This design comes from an exercise in tuning for small area and a short achievable clock period on the open sky130 flow, not from production work. Where RTL was checked, it was by simulation tests only, not by an equivalence proof against the original.

==> inputs of xenon <==
==> flow/design.v <==
`timescale 1ns/100ps
`default_nettype none
package mem_hier_pkg;
  typedef logic [6-1:0] addr_t;   
  typedef logic [16-1:0] word_t;   
  typedef logic [6-$clog2(2)-1:0] l1_tag_t;
  typedef logic [$clog2(2)-1:0]         l1_way_t;   
  typedef logic [$clog2(8)-1:0] l2_slot_t;   
  typedef logic [$clog2(8)-1:0] l2_age_t;    
endpackage
`default_nettype wire
`default_nettype none
`timescale 1ns/100ps
module rd_group (
  input  logic [7:0]   i_sel,
  input  logic [127:0] i_words,    
  output logic [15:0]  o_word
);
  logic [15:0] t [0:7];
  genvar k;
  generate
    for (k = 0; k < 8; k++) begin : g_t
      assign t[k] = {16{i_sel[k]}} & i_words[16*k +: 16];
    end
  endgenerate
  assign o_word = t[0] | t[1] | t[2] | t[3] | t[4] | t[5] | t[6] | t[7];
endmodule
module rd_nor3 (
  input  logic [15:0] i_a,
  input  logic [15:0] i_b,
  input  logic [15:0] i_c,
  output logic [15:0] o_word_n
);
  assign o_word_n = ~(i_a | i_b | i_c);
endmodule
module rd_nand3 (
  input  logic [15:0] i_a_n,
  input  logic [15:0] i_b_n,
  input  logic [15:0] i_c_n,
  output logic [15:0] o_word
);
  assign o_word = ~(i_a_n & i_b_n & i_c_n);
endmodule
`default_nettype wire
`default_nettype none
`timescale 1ns/100ps
module mem_hier_top (
  input  logic        clock,
  input  logic        reset,
  input  logic        i_read,
  input  logic        i_write,
  input  logic [5:0]  i_addr,
  input  logic [15:0] i_wdata,
  output logic        o_valid,
  output logic [15:0] o_rdata,
  output logic        o_hit_l1,
  output logic        o_hit_l2
);
  logic        s1_valid;
  logic        s1_write;
  logic [5:0]  s1_addr;
  logic [15:0] s1_wdata;
  logic [7:0]  s1_hi_w;           
  logic [63:0] s1_rsel;           
  logic [7:0]  s1_lo;             
  logic        s1_hit_m;          
  logic        s1_hit_l;          
  logic [7:0]  s1_l2_hv;          
  logic [7:0]  nx_hit_m_v;        
  logic        nx_hit_m;
  logic        nx_hit_l;
  logic [7:0]  nx_l2_hv;
  logic [63:0] nx_rsel;
  always_ff @(posedge clock or posedge reset)
  begin
    if (reset)
    begin
      s1_valid <= 1'b0;
      s1_hi_w  <= '0;
    end
    else
    begin
      s1_valid <= i_read | i_write;
      for (int h = 0; h < 8; h++)
        s1_hi_w[h] <= i_write && (i_addr[5:3] == 3'(h));
    end
  end
  always_ff @(posedge clock)
  begin
    s1_write <= i_write;
    s1_addr  <= i_addr;
    s1_wdata <= i_wdata;
    for (int h = 0; h < 8; h++)
    begin
      s1_lo[h]   <= (i_addr[2:0] == 3'(h));
    end
    s1_rsel  <= nx_rsel;
    s1_hit_m <= nx_hit_m;
    s1_hit_l <= nx_hit_l;
    s1_l2_hv <= nx_l2_hv;
  end
  logic nx_same;                   
  assign nx_same = (i_addr == s1_addr);
  logic [4:0] l1_tag_m [0:1];    
  logic [4:0] l1_tag_l [0:1];    
  logic [1:0] l1_v_m;
  logic [1:0] l1_v_l;
  logic [1:0] l1_push;
  logic       l1_hit;
  assign l1_hit = s1_hit_m | s1_hit_l;
  genvar s;
  generate
    for (s = 0; s < 2; s++) begin : g_l1
      assign l1_push[s] = s1_valid && (s1_addr[0] == s) && !s1_hit_m;
      always_ff @(posedge clock or posedge reset)
      begin
        if (reset)
        begin
          l1_v_m[s] <= 1'b0;
          l1_v_l[s] <= 1'b0;
        end
        else if (l1_push[s])
        begin
          l1_v_m[s] <= 1'b1;
          l1_v_l[s] <= l1_v_m[s];
        end
      end
      always_ff @(posedge clock)
      begin
        if (l1_push[s])
        begin
          l1_tag_m[s] <= s1_addr[5:1];
          l1_tag_l[s] <= l1_tag_m[s];
        end
      end
    end
  endgenerate
  logic nx_eq_m;
  logic nx_eq_l;
  logic nx_push;
  assign nx_eq_m  = l1_v_m[i_addr[0]] && (l1_tag_m[i_addr[0]] == i_addr[5:1]);
  assign nx_eq_l  = l1_v_l[i_addr[0]] && (l1_tag_l[i_addr[0]] == i_addr[5:1]);
  assign nx_push  = l1_push[i_addr[0]];
  assign nx_hit_m = nx_push ? nx_same : nx_eq_m;
  assign nx_hit_l = nx_push ? nx_eq_m : nx_eq_l;
  logic [5:0] l2_tag [0:7];
  logic [7:0] l2_v;
  logic [7:0] l2_shift;
  logic [7:0] nx_eq;
  logic       l2_hit;
  logic       l2_act;
  assign l2_act = s1_valid && (s1_write || !l1_hit);
  assign l2_hit = |s1_l2_hv;
  always_comb
  begin
    l2_shift[0] = l2_act;
    for (int i = 1; i < 8; i++)
      l2_shift[i] = l2_shift[i-1] && !s1_l2_hv[i-1];
  end
  always_ff @(posedge clock or posedge reset)
  begin
    if (reset)
      l2_v <= '0;
    else
    begin
      if (l2_shift[0])
        l2_v[0] <= 1'b1;
      for (int i = 1; i < 8; i++)
        if (l2_shift[i])
          l2_v[i] <= l2_v[i-1];
    end
  end
  always_ff @(posedge clock)
  begin
    if (l2_shift[0])
      l2_tag[0] <= s1_addr;
    for (int i = 1; i < 8; i++)
      if (l2_shift[i])
        l2_tag[i] <= l2_tag[i-1];
  end
  always_comb
  begin
    for (int i = 0; i < 8; i++)
      nx_eq[i] = l2_v[i] && (l2_tag[i] == i_addr);
    nx_l2_hv[0] = l2_shift[0] ? nx_same : nx_eq[0];
    for (int i = 1; i < 8; i++)
      nx_l2_hv[i] = l2_shift[i] ? nx_eq[i-1] : nx_eq[i];
  end
  logic [15:0] mem_q [0:63];
  logic [63:0] written_q;         
  logic [63:0] wsel;              
  logic [63:0] written_d;         
  logic [15:0] rd_word;
  always_comb
  begin
    for (int j = 0; j < 64; j++)
    begin
      wsel[j] = s1_hi_w[j/8] && s1_lo[j%8];
      written_d[j] = written_q[j] || wsel[j];
      nx_rsel[j] = i_read && (i_addr == 6'(j)) && written_d[j];
    end
  end
  genvar j;
  generate
    for (j = 0; j < 64; j++) begin : g_word
      always_ff @(posedge clock)
      begin
        if (wsel[j])
          mem_q[j] <= s1_wdata;
      end
      always_ff @(posedge clock or posedge reset)
      begin
        if (reset)
          written_q[j] <= 1'b0;
        else
          written_q[j] <= written_d[j];
      end
    end
  endgenerate
  logic [127:0] grp_words;
  genvar h;
  generate
    for (h = 0; h < 8; h++) begin : g_grp
      rd_group u_grp (
        .i_sel   (s1_rsel[8*h +: 8]),
        .i_words ({mem_q[8*h+7], mem_q[8*h+6], mem_q[8*h+5], mem_q[8*h+4],
                   mem_q[8*h+3], mem_q[8*h+2], mem_q[8*h+1], mem_q[8*h]}),
        .o_word  (grp_words[16*h +: 16])
      );
    end
  endgenerate
  logic [15:0] wr_word;
  logic [15:0] part_n [0:2];
  assign wr_word = {16{s1_write}} & s1_wdata;
  rd_nor3 u_nor0 (.i_a(grp_words[15:0]),   .i_b(grp_words[31:16]),  .i_c(grp_words[47:32]),   .o_word_n(part_n[0]));
  rd_nor3 u_nor1 (.i_a(grp_words[63:48]),  .i_b(grp_words[79:64]),  .i_c(grp_words[95:80]),   .o_word_n(part_n[1]));
  rd_nor3 u_nor2 (.i_a(grp_words[111:96]), .i_b(grp_words[127:112]), .i_c(wr_word),          .o_word_n(part_n[2]));
  rd_nand3 u_nand (.i_a_n(part_n[0]), .i_b_n(part_n[1]), .i_c_n(part_n[2]), .o_word(rd_word));
  always_ff @(posedge clock or posedge reset)
  begin
    if (reset)
    begin
      o_valid  <= 1'b0;
      o_hit_l1 <= 1'b0;
      o_hit_l2 <= 1'b0;
    end
    else
    begin
      o_valid  <= s1_valid;
      o_hit_l1 <= s1_valid && l1_hit;
      o_hit_l2 <= s1_valid && !l1_hit && l2_hit;
    end
  end
  always_ff @(posedge clock)
  begin
    o_rdata <= rd_word;
  end
endmodule
`default_nettype wire
==> flow/run.sh <==
#!/bin/bash
# synth_recipe.tcl (not shown) runs the flow's synth.tcl, then flattens the netlist and writes it again
# the make line also repeats each setting of config.mk as NAME=value (left out here)
make -C /OpenROAD-flow-scripts/flow DESIGN_CONFIG=/design/flow/config.mk WORK_HOME=/design/flow/orfs CLKGATE_MAP_FILE= SYNTH_SCRIPT=/design/flow/synth_recipe.tcl finish
==> flow/config.mk <==
export PLATFORM = sky130hd
export DESIGN_NAME = mem_hier_top
export DESIGN_NICKNAME = mem_hier_top
export VERILOG_FILES = /design/flow/design.v
export SDC_FILE = /design/flow/constraint.sdc
export NUM_CORES = 4
export LEC_CHECK = 0
export CAP_MARGIN = 20
export CORE_MARGIN = 2
export CORE_UTILIZATION = 60
export CTS_CLUSTER_DIAMETER = 80
export CTS_CLUSTER_SIZE = 24
export SETUP_SLACK_MARGIN = 3.1
export SLEW_MARGIN = 20
export SYNTH_HIERARCHICAL = 1
export SYNTH_MINIMUM_KEEP_SIZE = 0
==> flow/constraint.sdc <==
create_clock -name core_clock -period 5.5 [get_ports {clock}]
set_input_delay 1.1000 -clock core_clock [delete_from_list [all_inputs] [get_ports {clock}]]
set_output_delay 1.1000 -clock core_clock [all_outputs]
set_load 0.01 [all_outputs]
==> inputs of yarrow, as changes to xenon <==
--- a/flow/design.v
+++ b/flow/design.v
@@ -10,35 +10,2 @@
 endpackage
-`default_nettype wire
-`default_nettype none
-`timescale 1ns/100ps
-module rd_group (
-  input  logic [7:0]   i_sel,
-  input  logic [127:0] i_words,    
-  output logic [15:0]  o_word
-);
-  logic [15:0] t [0:7];
-  genvar k;
-  generate
-    for (k = 0; k < 8; k++) begin : g_t
-      assign t[k] = {16{i_sel[k]}} & i_words[16*k +: 16];
-    end
-  endgenerate
-  assign o_word = t[0] | t[1] | t[2] | t[3] | t[4] | t[5] | t[6] | t[7];
-endmodule
-module rd_nor3 (
-  input  logic [15:0] i_a,
-  input  logic [15:0] i_b,
-  input  logic [15:0] i_c,
-  output logic [15:0] o_word_n
-);
-  assign o_word_n = ~(i_a | i_b | i_c);
-endmodule
-module rd_nand3 (
-  input  logic [15:0] i_a_n,
-  input  logic [15:0] i_b_n,
-  input  logic [15:0] i_c_n,
-  output logic [15:0] o_word
-);
-  assign o_word = ~(i_a_n & i_b_n & i_c_n);
-endmodule
 `default_nettype wire
@@ -63,3 +30,3 @@
   logic [7:0]  s1_hi_w;           
-  logic [63:0] s1_rsel;           
+  logic [7:0]  s1_hi_r;           
   logic [7:0]  s1_lo;             
@@ -72,3 +39,2 @@
   logic [7:0]  nx_l2_hv;
-  logic [63:0] nx_rsel;
   always_ff @(posedge clock or posedge reset)
@@ -94,5 +60,5 @@
     begin
+      s1_hi_r[h] <= i_read && (i_addr[5:3] == 3'(h));
       s1_lo[h]   <= (i_addr[2:0] == 3'(h));
     end
-    s1_rsel  <= nx_rsel;
     s1_hit_m <= nx_hit_m;
@@ -191,3 +157,4 @@
   logic [63:0] wsel;              
-  logic [63:0] written_d;         
+  logic [63:0] rsel;              
+  logic [15:0] grp [0:7];         
   logic [15:0] rd_word;
@@ -198,4 +165,3 @@
       wsel[j] = s1_hi_w[j/8] && s1_lo[j%8];
-      written_d[j] = written_q[j] || wsel[j];
-      nx_rsel[j] = i_read && (i_addr == 6'(j)) && written_d[j];
+      rsel[j] = s1_hi_r[j/8] && s1_lo[j%8] && written_q[j];
     end
@@ -214,4 +180,4 @@
           written_q[j] <= 1'b0;
-        else
-          written_q[j] <= written_d[j];
+        else if (wsel[j])
+          written_q[j] <= 1'b1;
       end
@@ -219,21 +185,14 @@
   endgenerate
-  logic [127:0] grp_words;
-  genvar h;
-  generate
-    for (h = 0; h < 8; h++) begin : g_grp
-      rd_group u_grp (
-        .i_sel   (s1_rsel[8*h +: 8]),
-        .i_words ({mem_q[8*h+7], mem_q[8*h+6], mem_q[8*h+5], mem_q[8*h+4],
-                   mem_q[8*h+3], mem_q[8*h+2], mem_q[8*h+1], mem_q[8*h]}),
-        .o_word  (grp_words[16*h +: 16])
-      );
-    end
-  endgenerate
-  logic [15:0] wr_word;
-  logic [15:0] part_n [0:2];
-  assign wr_word = {16{s1_write}} & s1_wdata;
-  rd_nor3 u_nor0 (.i_a(grp_words[15:0]),   .i_b(grp_words[31:16]),  .i_c(grp_words[47:32]),   .o_word_n(part_n[0]));
-  rd_nor3 u_nor1 (.i_a(grp_words[63:48]),  .i_b(grp_words[79:64]),  .i_c(grp_words[95:80]),   .o_word_n(part_n[1]));
-  rd_nor3 u_nor2 (.i_a(grp_words[111:96]), .i_b(grp_words[127:112]), .i_c(wr_word),          .o_word_n(part_n[2]));
-  rd_nand3 u_nand (.i_a_n(part_n[0]), .i_b_n(part_n[1]), .i_c_n(part_n[2]), .o_word(rd_word));
+  always_comb
+  begin
+    for (int h = 0; h < 8; h++)
+    begin
+      grp[h] = '0;
+      for (int k = 0; k < 8; k++)
+        grp[h] = grp[h] | ({16{rsel[8*h+k]}} & mem_q[8*h+k]);
+    end
+    rd_word = {16{s1_write}} & s1_wdata;
+    for (int h = 0; h < 8; h++)
+      rd_word = rd_word | grp[h];
+  end
   always_ff @(posedge clock or posedge reset)
--- a/flow/config.mk
+++ b/flow/config.mk
@@ -14,3 +14 @@
 export SLEW_MARGIN = 20
-export SYNTH_HIERARCHICAL = 1
-export SYNTH_MINIMUM_KEEP_SIZE = 0
==> impl_metrics.py <==
metrics = {
    "logic_synthesis": {
        "syn_area_per_cell_um2": 17.4,
        "synth-seq-cells": 1245,
        "synth_compound_area_share_pct": 7.73,
    },
    "finish": {
        "nets": 2812,
        "seqCellArea_um2": 36400,
        "stdcell_area_um2": 51600,
    },
    "power_and_ir_drop": {
        "ir_worst_vdd_v": 0.000306,
        "p_leak_nw": 17.1,
        "comb_power_share_pct": 4.9,
    },
    "outcome": {
        "status": "finished clean",
    },
    "worst_setup_path": {
        "slowest_delay_ns": 0.54,
        "cp_top_family": "simple AND/OR/NAND/NOR gates",
        "rrSetupSlack_ns": 3.00,
        "timing.rr.start": "written_q[20]",
    },
    "clock_network": {
        "postCtsSetupRepairBufs": 84,
        "post_cts_resized": 328,
    },
    "floorplan": {
        "die-area_um2": 77700,
    },
    "routing": {
        "vias_per_cell": 7.79,
    },
    "global_routing": {
        "antenna_found_initial": 7,
        "grt_max_degree": 66,
    },
    "placed_design": {
        "post-dp-hpwl_um": 98600,
    },
}
Source of the figures above: yarrow

==> impl_metrics.py <==
metrics = {
    "routing": {
        "vias_per_cell": 6.54,
    },
    "logic_synthesis": {
        "synthTopCellsByCount": "1092 x edfxtp_1, 488 x a22oi_1, 136 x nand4_1",
        "synth_compound_area_share_pct": 8.57,
        "synth-seq-cells": 1301,
        "syn_area_per_cell_um2": 18.4,
    },
    "clock_network": {
        "postCtsSetupRepairBufs": 2,
        "post_cts_resized": 51,
    },
    "worst_setup_path": {
        "rrSetupSlack_ns": 3.15,
        "timing.rr.start": "s1_rsel[16]",
        "cp_top_family": "flip-flops",
        "slowest_delay_ns": 0.37,
    },
    "power_and_ir_drop": {
        "p_leak_nw": 15.5,
        "comb_power_share_pct": 3.9,
    },
    "finish": {
        "nets": 2588,
        "seqCellArea_um2": 37400,
        "stdcell_area_um2": 49400,
    },
    "min_path": {
        "hp-class": "reg2reg",
    },
    "floorplan": {
        "die-area_um2": 80900,
    },
    "global_routing": {
        "grt_use_total_pct": 29.3,
        "antenna_found_initial": 12,
    },
    "outcome": {
        "status": "finished clean",
    },
    "placed_design": {
        "post-dp-hpwl_um": 71700,
    },
}
Source of the figures above: xenon

For xenon, only the layout was checked, not whether the RTL still works.

==> separate check: timing with driven ports <==
The flow's constraints put no driver on any port. The routed layouts listed below were extracted and timed again, unchanged, in two steps. Step 1 assumes that a clkbuf_16 drives the clock port and a buf_2 every other input. Step 2 moves the port delays by t, midway between the first and last clock arrival at a register: inputs arrive t later, outputs are due t later. That takes back most of the time a late clock gives input paths. a / b / c = no drivers / after step 1 / after step 2; a / b = the first two.
| run | shift t [ns] | slack for setup (ns) | worst hold slack (ns) |
|---|---|---|---|
| xenon | 0.728 | 3.144 / 3.076 / 2.581 | 0.457 / 0.457 / 0.457 |
| yarrow | 0.760 | 2.998 / 2.998 / 2.547 | 0.430 / 0.430 / 0.430 |
After both steps every run listed still meets setup and hold. For xenon, which loses most, drivers alone change the setup slack by -0.068 ns; drivers and shift together by -0.563 ns.
